This is an optimization exercise on Yosys and OpenROAD, whose aim is small area and a short achievable clock period, not a production implementation.
Where RTL was checked, it was by simulation tests only, not by an equivalence proof against the original.

==> inputs of 10-26 <==
// nn_mac_engine
module nn_mac_engine #(
  parameter int unsigned DW      = 8,
  parameter int unsigned N_LANES = 4,
  parameter int unsigned ACC_W   = 24,
  parameter int unsigned LEN_W   = 8,
  parameter int unsigned SH_W    = 5
) (
  input  logic                    clk,
  input  logic                    rst,
  input  logic                    start,
  input  logic [LEN_W-1:0]        len,
  input  logic [SH_W-1:0]         shift,
  input  logic                    relu_en,
  input  logic [N_LANES*DW-1:0]   in_a,
  input  logic [N_LANES*DW-1:0]   in_b,
  input  logic                    in_valid,
  output logic                    in_ready,
  output logic [DW-1:0]           out_data,
  output logic                    out_valid,
  input  logic                    out_ready,
  output logic                    busy,
  output logic                    done
);
Settings: LEC_CHECK=0, ABC_CLOCK_PERIOD_IN_PS=3500, CAP_MARGIN=20, CORE_MARGIN=2, CORE_UTILIZATION=40, PLACE_DENSITY=0.6, SETUP_SLACK_MARGIN=3.5, SLEW_MARGIN=20, SYNTH_HIERARCHICAL=1; clock period 7.5 ns.
standard.sh (not shown) runs the stock make flow with config.mk's settings and CLKGATE_MAP_FILE= SYNTH_SCRIPT=/design/flow/synth_recipe.tcl, a recipe that flattens the netlist after the stock synthesis.
==> flow/flow/run.sh <==
#!/bin/bash
# Layout flow: the standard layout (standard.sh, unchanged synthesis), except that the
# buffers ORFS puts on the ports are the smallest plain buffer, buf_1, instead of the default
# delay-style buffer; the resizer may still size them up where timing needs it.
set -euo pipefail
bash standard.sh BUFFER_PORTS_ARGS="-buffer_cell sky130_fd_sc_hd__buf_1" finish > standard.log 2>&1
==> 05-14 (differences from 10-26) <==
--- a/flow/design.v
+++ b/flow/design.v
@@ -1231,16 +1231,15 @@
       q61 <= xs401;
       q62 <= xc402;
   end
   assign acc_fb = acc;
   assign row_a = {acc_fb[23], acc_fb[22], acc_fb[21], acc_fb[20], acc_fb[19], acc_fb[18], yi513, ys511, ys509, ys505, ys499, yc484, yc474, ys471, yc450, yc440, ys437, yc422, ys419, ys413, yc410, yc408, yc406, yc404, acc_fb[0]};
   assign row_b = {yi519, yi518, yi517, yi516, yi515, yi514, yc512, yc510, yc506, yc500, yc492, ys491, ys483, ys473, ys461, ys449, ys439, ys429, ys421, ys415, ys411, ys409, ys407, ys405, ys403};
-  logic add;
-  assign add = v & busy;
   always_ff @(posedge clk) begin
-    acc <= add ? (row_a + row_b) : (acc & {SUM_W{busy}});
+    if (!busy)  acc <= '0;
+    else if (v) acc <= row_a + row_b;
   end
   logic             sgn;
   logic             ovf_p;         
   logic             ovf_n;         
   logic [NOV-1:0]   thr;           
   logic [3:0]       sh_hi, sh_md;  
Settings changed: ABC_CLOCK_PERIOD_IN_PS 3500 to 4000, CTS_BUF_LIST set to sky130_fd_sc_hd__clkbuf_8 sky130_fd_sc_hd__clkbuf_16.
==> 09-17 (differences from 10-26) <==
Settings changed: ABC_CLOCK_PERIOD_IN_PS 3500 to 4000.
==> results.txt <==
Dpl hpwl: 09-17 25.2 mm; 05-14 25.3 mm; 10-26 25.2 mm
Layout buffering overhead excluding clock cells: 09-17 4.49%; 05-14 3.88%; 10-26 4.49%
Wire length per cell after detailed routing: 09-17 18.9 um; 05-14 19.2 um; 10-26 18.9 um
Worst hold slack: 09-17 0.543 ns; 05-14 0.553 ns; 10-26 0.543 ns
Setup WS pre-CTS: 09-17 3.16 ns; 05-14 3.11 ns; 10-26 3.16 ns
Starting Density: 09-17 40.6%; 05-14 40.5%; 10-26 40.6%
Share of synthesized area occupied by flip-flops and latches: 09-17 19.6%; 05-14 19.7%; 10-26 19.6%
Data required, critical path: 09-17 7.72 ns; 05-14 7.74 ns; 10-26 7.72 ns
Run status: 09-17 timing/DRC/antenna clean; 05-14 timing/DRC/antenna clean; 10-26 timing/DRC/antenna clean
Gpl congestion: 09-17 0.937; 05-14 0.958; 10-26 0.937
CTS clk-pin slew, worst paths: 09-17 0.08 ns; 05-14 0.07 ns; 10-26 0.08 ns
No functional check of the RTL was part of 10-26 and 09-17.

==> juniper <==
nn_mac_engine, a different RTL version from the one above (not shown whole).
export LEC_CHECK = 0
export ABC_CLOCK_PERIOD_IN_PS = 4000
export CAP_MARGIN = 20
export CORE_MARGIN = 2
export CORE_UTILIZATION = 40
export PLACE_DENSITY = 0.6
export SETUP_SLACK_MARGIN = 3.4
export SLEW_MARGIN = 20
export SYNTH_HIERARCHICAL = 1
create_clock -name core_clock -period 7.5 [get_ports {clk}]
Scripts as last shown in full above: flow/flow/run.sh
==> amber: changes against juniper <==
- SETUP_SLACK_MARGIN: 3.4 -> 3.6
==> comparison table <==
item                                                                             amber        juniper
Number of nets in the finished design                                            1,602          1,586
Number of resized instances in the post-cts repair step                             26              6
Weighted congestion reported at the end of routability-driven placement         0.9085         0.9487
Non-filler instance count after layout                                           1,619          1,603
First-pass GRT wire length                                                   46,940 um      47,600 um
Proportion of layout cells with a drive suffix above 1                          0.1442        0.06204
Met1 Use GR                                                                     0.2838         0.2862
Buffers inserted during post-CTS setup optimization                                 20             10
Final Core Density                                                              0.4659         0.4521
Status                                                        timing/DRC/antenna clean  timing/DRC/antenna clean
Final worst path period need                                                  3.918 ns       4.010 ns
Synth-to-Final Area Change                                                      13.98%         10.62%
Detail Route met3 WL                                                           1602 um        1593 um
Bufs w/o clock                                                                     123            107
Critical path endpoint                                                         acc[22]        acc[24]
Met2 capacity usage during global routing                                       0.3232         0.3297
Tightest Pin Transition                                                      0.8380 ns      0.9252 ns
Clkbuf count                                                                        12              9
Critical path depth in cells                                                        13             12
Proportion of cell area occupied by multi-input gates                           0.6888         0.6942
CP required                                                                    7.77 ns        7.80 ns
DPL Wire Length                                                              24,660 um      25,040 um
Routed length on met1                                                        13,010 um      13,240 um
Number of placed cells counting well taps                                        1,576          1,575

==> what the ideal ports hide <==
The results above use ideal ports. As a check the final layouts listed here were re-extracted and re-timed, cells and wires unchanged.
Step 1 assumes that a clkbuf_16 drives the clock port and a buf_2 every other input.
Step 2 adds t to the input delays and takes it off the output delays; t is the mean of the earliest and latest rising clock arrival at the registers after step 1. Input paths then give back, and output paths get back, about the clock's delay inside the block.
Three values: no drivers, after step 1, after step 2; two values: the first two.
run	t (ns)	setup slack, ns	cell pins on the clock port's net
10-26	0.392	3.557 / 3.575 / 3.183	1
05-14	0.400	3.542 / 3.564 / 3.164	1
09-17	0.392	3.557 / 3.575 / 3.183	1
juniper	0.402	3.490 / 3.490 / 3.155	1
amber	0.388	3.582 / 3.580 / 3.254	1
After both steps every run listed still meets setup and hold. The setup slack of 05-14, which loses most, moves by +0.022 ns with the drivers and by -0.378 ns with both steps.
